Context: an optimization exercise on an open-source flow, tuned for small area, a short achievable clock period and few clock cycles. The choices shown serve that exercise and are no tape-out recipe.
Where RTL was checked, it was by simulation tests only, not by an equivalence proof against the original.

==> v8: inputs <==
Design kepler_equation_solver_unit, start of the top module:
module kepler_equation_solver_unit #(
	parameter int MAX_ITERATIONS = 30
) (
	input  logic             clk,
	input  logic             arst_n,
	input  logic             start,
	output logic             busy,
	input  logic [31:0]      mean_anomaly,
	input  logic [27:0]      eccentricity,
	output logic             done,
	output logic [31:0]      eccentric_anomaly,
	output logic [4:0]       step_count,
	output logic             converged,
	input  logic             psel,
	input  logic             penable,
	input  logic             pwrite,
	input  logic [2:0]       paddr,
	input  logic [31:0]      pwdata,
	output logic [31:0]      prdata,
	output logic             pready
);
clock: 13.0 ns
lec_check: 0
cap_margin: 20
core_margin: 2
core_utilization: 40
slew_margin: 20
standard.sh (not shown) runs the stock make flow with config.mk's settings and CLKGATE_MAP_FILE= SYNTH_SCRIPT=/design/flow/synth_recipe.tcl, a recipe that flattens the netlist after the stock synthesis.
==> flow/flow/run.sh <==
#!/bin/bash
set -euo pipefail
bash standard.sh finish SETUP_SLACK_MARGIN=7 > flow_make.log 2>&1
==> v25 (differences from v8) <==
--- a/flow/design.v
+++ b/flow/design.v
@@ -79,16 +79,15 @@
 		logic [2:0] sc, op;
 		logic       cs;
 		sa = '0; sb = '0; sr = 4'd15; sc = '0; op = '0; cs = 1'b0; kc = 4'd0;
 		case (pc)
 			5'd0:  begin op = 3'd1; end
 			5'd1:  begin sa = 5'b00001; sb = 4'b0001; op = 3'd2; end
-			5'd2:  begin op = 3'd6; end
 			5'd3:  begin sa = 5'b00010; sr = 4'd0; op = 3'd3; end
 			5'd4:  begin sa = 5'b00100; sr = 4'd5; end
-			5'd5:  begin sa = 5'b00100; sb = 4'b0010; sc = 3'b001; kc = 4'd0; end
+			5'd5:  begin sa = 5'b00100; sb = 4'b0010; sc = 3'b001; kc = 4'd0; op = 3'd6; end
 			5'd6:  begin sa = 5'b00100; sb = 4'b0010; sc = 3'b001; cs = 1'b1; kc = 4'd5; end
 			5'd7:  begin sa = 5'b00010; sr = 4'd1; op = 3'd4; end
 			5'd8:  begin sa = 5'b00010; sr = 4'd6; op = 3'd5; end
 			5'd9:  begin sa = 5'b00100; sb = 4'b0010; sc = 3'b001; kc = 4'd1; end
 			5'd10: begin sa = 5'b00100; sb = 4'b0010; sc = 3'b001; cs = 1'b1; kc = 4'd6; end
 			5'd11: begin sa = 5'b00010; sr = 4'd2; op = 3'd4; end
@@ -3518,19 +3517,20 @@
 	logic               xneg_q;
 	logic [1:0]         quad_q;
 	logic [29:0]        y_q, v_q;
 	logic [8:0]         ns_q, nc_q;
 	logic [29:0]        opa_q;
 	logic [30:0]        opb_q;
-	logic [29:0]        opc_q, opc2_q;
+	logic [2:0]         sc1_q, sc2_q;
 	logic               msk_q, cupm2_q;
 	logic [8:0]         qe9_q, n9_q;
 	logic [3:0]         kc_q;
 	logic [30:0]        pes_q, pcr_q;
 	logic               peven_q, psneg_q, pcneg_q;
 	logic signed [35:0] d4_q, f_q, nf_q;
+	logic signed [31:0] pea_q;
 	logic               fneg_q, fzero_q, big_q;
 	logic [30:0]        d_q;
 	logic [32:0]        d3_q;
 	logic [30:0]        rem_q;
 	logic [QB-1:0]      rq_q;
 	logic [27:0]        dq_q;
@@ -3582,18 +3582,18 @@
 	logic [8:0]  nsel;
 	logic [7:0]  kk;
 	logic [8:0]  rr9;
 	logic        cup;
 	logic [29:0] opa_n;
 	logic [30:0] opb_n;
-	logic [29:0] opc_n;
+	logic [29:0] opc;
 	kes_mul u_mul (
 		.clk (clk),
 		.a   (opa_q),
 		.b   (opb_q),
-		.c   (opc2_q & ~{30{cupm2_q}}),
+		.c   (opc),
 		.p   (prod)
 	);
 	assign qe   = prod[60:32];
 	assign nsel = cs ? nc_q : ns_q;
 	assign kk   = kes_pkg::horner_k(kc_q);
 	assign rr9  = n9_q - 9'(qe9_q * kk);
@@ -3606,15 +3606,15 @@
 		      | ({30{sa[4]}} & {2'b0, ecur_q});
 		opb_n = ({31{sb[0]}} & {1'b0, fa})
 		      | ({31{sb[1]}} & {2'b01, ~qe})
 		      | ({31{sb[2]}} & prod[60:30])
 		      | ({31{sb[3]}} & {1'b0, ~v_q})
 		      | kes_pkg::horner_r(sr);
-		opc_n = ({30{sc[0]}} & y_q)
-		      | ({30{sc[1]}} & a_q)
-		      | ({30{sc[2]}} & {2'b0, ecur_q});
+		opc   = (({30{sc2_q[0]}} & y_q)
+		      | ({30{sc2_q[1]}} & a_q)
+		      | ({30{sc2_q[2]}} & {2'b0, ecur_q})) & ~{30{cupm2_q}};
 	end
 	logic               sneg, cneg;
 	logic [35:0]        psx, npsx;
 	logic [32:0]        pcx;
 	logic signed [35:0] f_n, nf_n;
 	logic signed [32:0] d33;
@@ -3664,13 +3664,13 @@
 	assign qhi     = rq_q[28:0];
 	assign qbig    = rq_q[28] || (rq_q[27] && ((rq_q[26:0] != 27'd0) || (dig != 2'd0)));
 	assign qhi1    = qhi + 29'd1;
 	assign dq_last = qbig ? kes_pkg::DQ_MAX : (dig[1] ? qhi1[27:0] : qhi[27:0]);
 	assign dq      = big_q ? kes_pkg::DQ_MAX : dq_q;
 	assign conv_n  = dq <= tolerance;
-	assign ea_w = $signed({{2{ea_q[pctx][31]}}, ea_q[pctx]});
+	assign ea_w = $signed({{2{pea_q[31]}}, pea_q});
 	assign dq_s = $signed({6'b0, dq});
 	always_comb begin
 		if (fzero_q)
 			ea_n = ea_w;
 		else if (fneg_q)
 			ea_n = ea_w + dq_s;
@@ -3703,18 +3703,18 @@
 			bea_q[bslot]   <= ea_q[bwctx];
 			bcnt_q[bslot]  <= cnt_q[bwctx];
 			bconv_q[bslot] <= conv_q[bwctx];
 		end
 		opa_q <= opa_n;
 		opb_q <= opb_n;
-		opc_q   <= opc_n;
+		sc1_q   <= sc;
 		msk_q   <= sc[0] | sc[1];
 		qe9_q   <= qe[8:0];
 		n9_q    <= nsel;
 		kc_q    <= kc;
-		opc2_q  <= opc_q;
+		sc2_q   <= sc1_q;
 		cupm2_q <= msk_q & cup;
 		if (op == 3'd1) begin
 			x0_q   <= x0;
 			kpos_q <= kpos;
 			kneg_q <= kneg;
 			kq_q   <= kq;
@@ -3750,12 +3750,13 @@
 			if (peven_q)
 				pes_q <= prod[58:28];
 			else
 				pcr_q <= prod[58:28];
 		end
 		if (p_k1) begin
+			pea_q   <= ea_q[pctx];
 			if (peven_q)
 				pcr_q <= prod[58:28];
 			else
 				pes_q <= prod[58:28];
 			d4_q    <= 36'($signed({ea_q[pctx][31], ea_q[pctx]}) - $signed({m_q[pctx][31], m_q[pctx]})) <<< 2;
 		end
==> flow/flow/run.sh (replaced) <==
#!/bin/bash
set -euo pipefail
bash standard.sh finish SETUP_SLACK_MARGIN=8 > flow_make.log 2>&1
==> comparison <==
In via count, v25 and v8 hardly differ.
Of v8 and v25, v8 has the higher area after synthesis (gap 1.0%, measured against v25).
In v8 the setup slack is lower than in v25, by 0.60 ns.
Of v8 and v25, v25 has the higher global-route usage (gap 0.65 points).
Clock-buffer cell count: v8 is higher than v25 (7).
In v8 the cell area is smaller than in v25, by 2.4%.
Testbench counts of v25, summed over its fixed seeds: cycles 123,189.
The RTL of v8 was laid out without a check of its function.

* * *

==> run E: inputs <==
RTL: one of the versions met above, not the one the previous note started from.
==> flow/design.v (excerpt) <==
module kepler_equation_solver_unit #(
	parameter int MAX_ITERATIONS = 30
) (
	input  logic             clk,
	input  logic             arst_n,
	input  logic             start,
	output logic             busy,
	input  logic [31:0]      mean_anomaly,
	input  logic [27:0]      eccentricity,
	output logic             done,
	output logic [31:0]      eccentric_anomaly,
	output logic [4:0]       step_count,
	output logic             converged,
	input  logic             psel,
	input  logic             penable,
	input  logic             pwrite,
	input  logic [2:0]       paddr,
	input  logic [31:0]      pwdata,
	output logic [31:0]      prdata,
	output logic             pready
);
Settings: LEC_CHECK=0, CAP_MARGIN=20, CORE_MARGIN=2, CORE_UTILIZATION=40, SLEW_MARGIN=20; clock period 13.0 ns.
==> flow/flow/run.sh <==
#!/bin/bash
set -euo pipefail
bash standard.sh finish SETUP_SLACK_MARGIN=7 > flow_make.log 2>&1
==> run M (differences from run E) <==
--- a/flow/design.v
+++ b/flow/design.v
@@ -136,33 +136,31 @@
 	logic [4:0]  pc_q, pc_n;
 	logic [2:0]  ps_q, ps_n;
 	logic        pctx_q, pctx_n;
 	logic [$clog2(NDIV)-1:0] divc_q, divc_n;
 	logic [23:0] cw_q, cw_n;
 	logic        dfirst_q, dlast_q;
-	logic [1:0]  freeish, rdy, fin_now, o_ctx, fin_wait;
+	logic [1:0]  freeish_n, rdy, fin_now, o_ctx, fin_wait;
+	logic        busy_q, lctx_q;
 	logic        older1;
 	logic [SW-1:0] age0, age1;
 	always_comb begin
-		for (int c = 0; c < 2; c++)
-			freeish[c] = (cs_q[c] == C_FREE) || (cs_q[c] == C_OUT);
-		busy = !(freeish[0] || freeish[1]);
-		load = start && !busy;
-		lctx = !freeish[0];
+		busy = busy_q;
+		load = start && !busy_q;
+		lctx = lctx_q;
 		for (int c = 0; c < 2; c++) begin
 			fin_now[c] = (ps_q == P_U2) && (pctx_q == c[0]);
 			rdy[c] = (cs_q[c] == C_READY) || (fin_now[c] && !finish);
 		end
 		pick = ((mrun_q && (pc_q == PC_LAST)) || (!mrun_q && !tq_q[0])) && (rdy[0] || rdy[1]);
 		age0 = seq_q[0] - outseq_q;
 		age1 = seq_q[1] - outseq_q;
 		older1 = age1 < age0;
 		pick_ctx = (rdy[0] && rdy[1]) ? older1 : rdy[1];
 		for (int c = 0; c < 2; c++) begin
-			o_ctx[c] = (seq_q[c] == outseq_q)
-			        && ((cs_q[c] == C_FIN) || (fin_now[c] && finish));
+			o_ctx[c] = (seq_q[c] == outseq_q) && (cs_q[c] == C_FIN);
 			fin_wait[c] = (cs_q[c] == C_FIN) && !o_ctx[c];
 		end
 		for (int b = 0; b < NB; b++)
 			o_buf[b] = bv_q[b] && !bout_q[b] && (bseq_q[b] == outseq_q);
 		osel_n = {o_buf, o_ctx};
 		bw    = (fin_wait[0] || fin_wait[1]) && !(&bv_q);
@@ -177,24 +175,26 @@
 		for (int c = 0; c < 2; c++) begin
 			cs_n[c] = cs_q[c];
 			case (cs_q[c])
 				C_FREE, C_OUT: cs_n[c] = C_FREE;
 				C_MULT:        if (tq_q[3] && (lastctx_q == c[0])) cs_n[c] = C_POST;
 				C_POST:        if (fin_now[c])
-				                   cs_n[c] = finish ? (o_ctx[c] ? C_OUT : C_FIN) : C_READY;
+				                   cs_n[c] = finish ? C_FIN : C_READY;
 				C_FIN:         if (o_ctx[c])
 				                   cs_n[c] = C_OUT;
 				               else if (bw && (bwctx == c[0]))
 				                   cs_n[c] = C_FREE;
 				default: ;
 			endcase
 			if (rdy[c] && pick && (pick_ctx == c[0]))
 				cs_n[c] = C_MULT;
 			if (load && (lctx == c[0]))
 				cs_n[c] = C_READY;
 		end
+		for (int c = 0; c < 2; c++)
+			freeish_n[c] = (cs_n[c] == C_FREE) || (cs_n[c] == C_OUT);
 		mrun_n    = mrun_q;
 		cur_n     = cur_q;
 		pc_n      = pc_q + 5'd1;
 		tq_n      = {tq_q[2:0], mrun_q && (pc_q == PC_LAST)};
 		lastctx_n = (mrun_q && (pc_q == PC_LAST)) ? cur_q : lastctx_q;
 		if (mrun_q && (pc_q == PC_LAST))
@@ -229,12 +229,14 @@
 			pctx_n = lastctx_q;
 		end
 	end
 	always_ff @(posedge clk or negedge arst_n) begin
 		if (!arst_n) begin
 			cs_q[0]   <= C_FREE;
+			busy_q    <= 1'b0;
+			lctx_q    <= 1'b0;
 			cs_q[1]   <= C_FREE;
 			seq_q[0]  <= '0;
 			seq_q[1]  <= '0;
 			for (int b = 0; b < NB; b++)
 				bseq_q[b] <= '0;
 			bv_q      <= '0;
@@ -252,12 +254,14 @@
 			divc_q    <= '0;
 			cw_q      <= '0;
 			dfirst_q  <= 1'b0;
 			dlast_q   <= 1'b0;
 		end else begin
 			cs_q[0]  <= cs_n[0];
+			busy_q   <= !(freeish_n[0] || freeish_n[1]);
+			lctx_q   <= !freeish_n[0];
 			cs_q[1]  <= cs_n[1];
 			if (load) begin
 				seq_q[lctx] <= inseq_q;
 				inseq_q     <= inseq_q + SW'(1);
 			end
 			if (bw)
@@ -288,13 +292,13 @@
 	assign p_k1  = ps_q == P_K1;
 	assign p_k2  = ps_q == P_K2;
 	assign p_div = ps_q == P_DIV;
 	assign p_dfirst = dfirst_q;
 	assign p_dlast  = dlast_q;
 	assign p_u2  = ps_q == P_U2;
-	assign osel  = osel_q;
+	assign osel  = osel_n;
 	assign done  = |osel_q;
 endmodule
 module kes_mul (
 	input  logic        clk,
 	input  logic [29:0] a,
 	input  logic [30:0] b,
@@ -3480,13 +3484,13 @@
 	input  logic               p_dfirst,
 	input  logic               p_dlast,
 	input  logic               p_u2,
 	input  logic               bw,
 	input  logic               bwctx,
 	input  logic [BW-1:0]      bslot,
-	input  logic [NB+1:0]      osel,
+	input  logic [NB+1:0]      osel,      
 	input  logic signed [31:0] mean_anomaly,
 	input  logic [27:0]        eccentricity,
 	input  logic [27:0]        tolerance,
 	output logic               big,
 	output logic               finish,
 	output logic signed [31:0] eccentric_anomaly,
@@ -3507,13 +3511,13 @@
 	logic [CW-1:0]      cnt_q [2];
 	logic               conv_q [2];
 	logic signed [31:0] bea_q [NB];
 	logic [CW-1:0]      bcnt_q [NB];
 	logic               bconv_q [NB];
 	logic [27:0]        ecur_q;
-	logic [4:0]         kpos_q, kneg_q;
+	logic signed [34:0] kh_q;
 	logic [1:0]         kq_q;
 	logic signed [34:0] x0_q;
 	logic [29:0]        a_q;
 	logic               xneg_q;
 	logic [1:0]         quad_q;
 	logic [29:0]        y_q, v_q;
@@ -3523,20 +3527,24 @@
 	logic [2:0]         sc1_q, sc2_q;
 	logic               msk_q, cupm2_q;
 	logic [8:0]         qe9_q, n9_q;
 	logic [3:0]         kc_q;
 	logic [30:0]        pes_q, pcr_q;
 	logic               peven_q, psneg_q, pcneg_q;
-	logic signed [35:0] d4_q, f_q, nf_q;
+	logic signed [35:0] d4_q;
+	logic [2:0]         maghi_q;
 	logic signed [31:0] pea_q;
 	logic               fneg_q, fzero_q, big_q;
 	logic [30:0]        d_q;
 	logic [32:0]        d3_q;
 	logic [30:0]        rem_q;
 	logic [QB-1:0]      rq_q;
 	logic [27:0]        dq_q;
+	logic               conv1_q;
+	logic [CW-1:0]      pcnt_q;
+	logic               plast_q;
 	function automatic logic signed [34:0] fold_t(input int j);
 		case (j)
 			0:       fold_t = 35'sd843314856;
 			1:       fold_t = 35'sd2529944569;
 			2:       fold_t = 35'sd4216574282;
 			3:       fold_t = 35'sd5903203995;
@@ -3569,15 +3577,15 @@
 				kneg = 5'd1 << j;
 				kq   = 2'(-(j + 1));
 			end
 		end
 		kh = '0;
 		for (int j = 0; j < 5; j++)
-			kh = kh | ({35{kpos_q[j]}} & fold_kh(j)) | ({35{kneg_q[j]}} & -fold_kh(j));
-		xp = x0_q - kh;
-		xn = kh - x0_q;
+			kh = kh | ({35{kpos[j]}} & fold_kh(j)) | ({35{kneg[j]}} & -fold_kh(j));
+		xp = x0_q - kh_q;
+		xn = kh_q - x0_q;
 		fa = xp[34] ? xn[29:0] : xp[29:0];
 	end
 	logic [60:0] prod;
 	logic [28:0] qe;
 	logic [8:0]  nsel;
 	logic [7:0]  kk;
@@ -3628,20 +3636,20 @@
 		pcx  = cneg ? {2'b0, pcr_q} : ~{2'b0, pcr_q};
 	end
 	assign f_n  = d4_q + $signed(psx) + 36'(!sneg);
 	assign nf_n = $signed(~d4_q) + $signed(npsx) + (sneg ? 36'sd2 : 36'sd1);
 	assign d33  = $signed({2'b0, kes_pkg::ONE30}) + $signed(pcx) + 33'(!cneg);
 	assign d_n  = (d33 < 33'sd1) ? 31'd1 : d33[30:0];
-	assign mag  = fneg_q ? nf_q : f_q;
-	assign big  = (mag[35:33] != 3'd0) || (mag[32:0] >= {1'b0, d_q, 1'b0});
+	assign mag  = f_n[35] ? nf_n : f_n;
+	assign big  = (maghi_q != 3'd0) || ({rem_q, rq_q[QB-1:QB-2]} >= {1'b0, d_q, 1'b0});
 	logic [32:0] sh, d1, d2;
 	logic [30:0] rem_n;
 	logic [1:0]  dig;
 	assign d1 = {2'b0, d_q};
 	assign d2 = {1'b0, d_q, 1'b0};
-	assign sh = p_dfirst ? mag[32:0] : {rem_q, rq_q[QB-1:QB-2]};
+	assign sh = {rem_q, rq_q[QB-1:QB-2]};
 	always_comb begin
 		if ((sh >= d3_q) && !p_dfirst) begin
 			rem_n = 31'(sh - d3_q);
 			dig   = 2'd3;
 		end else if ((sh >= d2) && !p_dfirst) begin
 			rem_n = 31'(sh - d2);
@@ -3652,24 +3660,26 @@
 		end else begin
 			rem_n = sh[30:0];
 			dig   = 2'd0;
 		end
 	end
 	logic [28:0]        qhi, qhi1;
-	logic               qbig;
+	logic               qbig, cmax, cv_last;
 	logic [27:0]        dq_last, dq;
 	logic               conv_n;
 	logic signed [33:0] ea_w, dq_s, ea_n;
 	logic signed [31:0] ea_sat;
 	logic [CW-1:0]      cnt_next;
 	assign qhi     = rq_q[28:0];
-	assign qbig    = rq_q[28] || (rq_q[27] && ((rq_q[26:0] != 27'd0) || (dig != 2'd0)));
 	assign qhi1    = qhi + 29'd1;
+	assign qbig    = rq_q[28] || (rq_q[27] && ((rq_q[26:0] != 27'd0) || (dig != 2'd0)));
 	assign dq_last = qbig ? kes_pkg::DQ_MAX : (dig[1] ? qhi1[27:0] : qhi[27:0]);
+	assign cmax    = kes_pkg::DQ_MAX <= tolerance;
+	assign cv_last = qbig ? cmax : (dig[1] ? (qhi1 <= 29'(tolerance)) : (qhi <= 29'(tolerance)));
 	assign dq      = big_q ? kes_pkg::DQ_MAX : dq_q;
-	assign conv_n  = dq <= tolerance;
+	assign conv_n  = big_q ? cmax : conv1_q;
 	assign ea_w = $signed({{2{pea_q[31]}}, pea_q});
 	assign dq_s = $signed({6'b0, dq});
 	always_comb begin
 		if (fzero_q)
 			ea_n = ea_w;
 		else if (fneg_q)
@@ -3680,14 +3690,14 @@
 			ea_sat = 32'sh7fff_ffff;
 		else if (ea_n < -34'sd2147483648)
 			ea_sat = 32'sh8000_0000;
 		else
 			ea_sat = ea_n[31:0];
 	end
-	assign cnt_next = cnt_q[pctx] + CW'(1);
-	assign finish   = conv_n || (cnt_next == CW'(MAX_ITERATIONS));
+	assign cnt_next = pcnt_q;
+	assign finish   = conv_n || plast_q;
 	always_ff @(posedge clk) begin
 		for (int c = 0; c < 2; c++) begin
 			if (load && (lctx == c[0])) begin
 				m_q[c]   <= mean_anomaly;
 				ea_q[c]  <= mean_anomaly;
 				e_q[c]   <= eccentricity;
@@ -3712,14 +3722,13 @@
 		n9_q    <= nsel;
 		kc_q    <= kc;
 		sc2_q   <= sc1_q;
 		cupm2_q <= msk_q & cup;
 		if (op == 3'd1) begin
 			x0_q   <= x0;
-			kpos_q <= kpos;
-			kneg_q <= kneg;
+			kh_q   <= kh;
 			kq_q   <= kq;
 		end
 		if (op == 3'd2) begin
 			a_q    <= fa;
 			xneg_q <= xp[34];
 			quad_q <= kq_q;
@@ -3751,36 +3760,44 @@
 				pes_q <= prod[58:28];
 			else
 				pcr_q <= prod[58:28];
 		end
 		if (p_k1) begin
 			pea_q   <= ea_q[pctx];
+			pcnt_q  <= cnt_q[pctx] + CW'(1);
+			plast_q <= cnt_q[pctx] + CW'(1) == CW'(MAX_ITERATIONS);
 			if (peven_q)
 				pcr_q <= prod[58:28];
 			else
 				pes_q <= prod[58:28];
 			d4_q    <= 36'($signed({ea_q[pctx][31], ea_q[pctx]}) - $signed({m_q[pctx][31], m_q[pctx]})) <<< 2;
 		end
 		if (p_k2) begin
-			f_q    <= f_n;
-			nf_q   <= nf_n;
-			fneg_q <= f_n[35];
-			d_q    <= d_n;
+			fneg_q  <= f_n[35];
+			maghi_q <= mag[35:33];
+			rem_q   <= mag[32:2];
+			rq_q    <= {mag[1:0], 30'b0};
+			d_q     <= d_n;
 		end
 		if (p_dfirst) begin
 			big_q   <= big;
-			fzero_q <= mag == 36'd0;
+			fzero_q <= (maghi_q == 3'd0) && (sh == 33'd0);
 			d3_q    <= {2'b0, d_q} + {1'b0, d_q, 1'b0};
 		end
 		if (p_div) begin
 			rem_q <= rem_n;
-			rq_q  <= p_dfirst ? {30'b0, dig} : {rq_q[QB-3:0], dig};
+			rq_q  <= {rq_q[QB-3:0], dig};
+		end
+		if (p_dlast) begin
+			dq_q    <= dq_last;
+			conv1_q <= cv_last;
 		end
-		if (p_dlast)
-			dq_q <= dq_last;
 	end
+	logic signed [31:0] rea_n, rea_q;
+	logic [CW-1:0]      rcnt_n, rcnt_q;
+	logic               rconv_n, rconv_q;
 	always_comb begin
 		logic signed [31:0] r_ea;
 		logic [CW-1:0]      r_cnt;
 		logic               r_conv;
 		r_ea   = '0;
 		r_cnt  = '0;
@@ -3792,16 +3809,24 @@
 		end
 		for (int b = 0; b < NB; b++) begin
 			r_ea   = r_ea | ({32{osel[b + 2]}} & bea_q[b]);
 			r_cnt  = r_cnt | ({CW{osel[b + 2]}} & bcnt_q[b]);
 			r_conv = r_conv | (osel[b + 2] & bconv_q[b]);
 		end
-		eccentric_anomaly = r_ea;
-		step_count        = 5'(r_cnt);
-		converged         = r_conv;
+		rea_n   = r_ea;
+		rcnt_n  = r_cnt;
+		rconv_n = r_conv;
+	end
+	always_ff @(posedge clk) begin
+		rea_q   <= rea_n;
+		rcnt_q  <= rcnt_n;
+		rconv_q <= rconv_n;
 	end
+	assign eccentric_anomaly = rea_q;
+	assign step_count        = 5'(rcnt_q);
+	assign converged         = rconv_q;
 endmodule
 module kepler_equation_solver_unit #(
 	parameter int MAX_ITERATIONS = 30
 ) (
 	input  logic             clk,
 	input  logic             arst_n,
==> flow/flow/run.sh (replaced) <==
#!/bin/bash
set -euo pipefail
bash standard.sh finish SETUP_SLACK_MARGIN=8 > flow_make.log 2>&1
==> summary of the runs <==
- Run E passed the timing, design-rule and antenna checks. Run M completed without violations.
- Between run E and run M, the lower flip-flop and latch count is in run M (gap 11).
- In run M the register-to-register slack is higher than in run E, by 0.62 ns.
- Between run M and run E, the lower synthesized area is in run M (gap about 1.2%, measured against run E).
- Between run M and run E, the lower first-iteration DRC count is in run E (gap 2.5%, measured against run E).
- Count of clock-buffer cells in the layout: run E is higher than run M (1).
- Between run E and run M, the lower final area is in run E (gap about 0.7%, measured against run M).
- Sequential share of layout area: run E is higher than run M (0.83 points).
==> figures <==
item                                                                    run E                        run M
Result of the run                                     complete, no violations      complete, no violations
Clock latency on the worst-skew pair                                  0.86 ns                      0.83 ns
Die Span X                                                             510 µm                       507 µm
Min-Delay Startpoint                              u_datapath.sc1_q[0]$_DFF_P_  u_datapath.sc1_q[2]$_DFF_P_
PnR worst setup slack                                                 7.00 ns                      7.63 ns
Slew HR                                                                 0.238                        0.204
Largest fanout on the critical path                                        30                            8
Non-clock buffer contribution to total cell area                       0.0251                       0.0350
Number of gates resized after cts                                          27                          162
Nets                                                                    11561                        11544
Tap cell count                                                           3366                         3348
Placed cell count                                                       13158                        13033
GRT met3 Usage                                                         0.0490                       0.0393
Testbench counts of run E, summed over its fixed seeds: cycles 123,189.
Testbench counts of run M, summed over its fixed seeds: cycles 123,624.

==> what the ideal ports hide <==
No port has a modelled driver above. Below, the same layouts with a new extraction and two added sets of constraints.
Step 1 assumes that a clkbuf_16 drives the clock port and a buf_2 every other input.
Step 2 adds t to the input delays and takes it off the output delays; t is the mean of the earliest and latest rising clock arrival at the registers after step 1. Input paths then give back, and output paths get back, about the clock's delay inside the block.
Three values: ideal, step 1, step 2; two values: the first two.
run	t (ns)	setup slack, ns	worst slew at a driven data input, ns
v8	0.889	7.309 / 7.309 / 7.309	0.22
v25	0.900	7.913 / 7.913 / 7.260	0.17
run E	0.905	7.003 / 7.003 / 7.003	0.20
run M	0.893	7.628 / 7.628 / 7.406	0.19
After both steps setup and hold are still met in every run listed. For v25, which loses most, drivers alone change the setup slack by 0.000 ns; drivers and shift together by -0.653 ns.
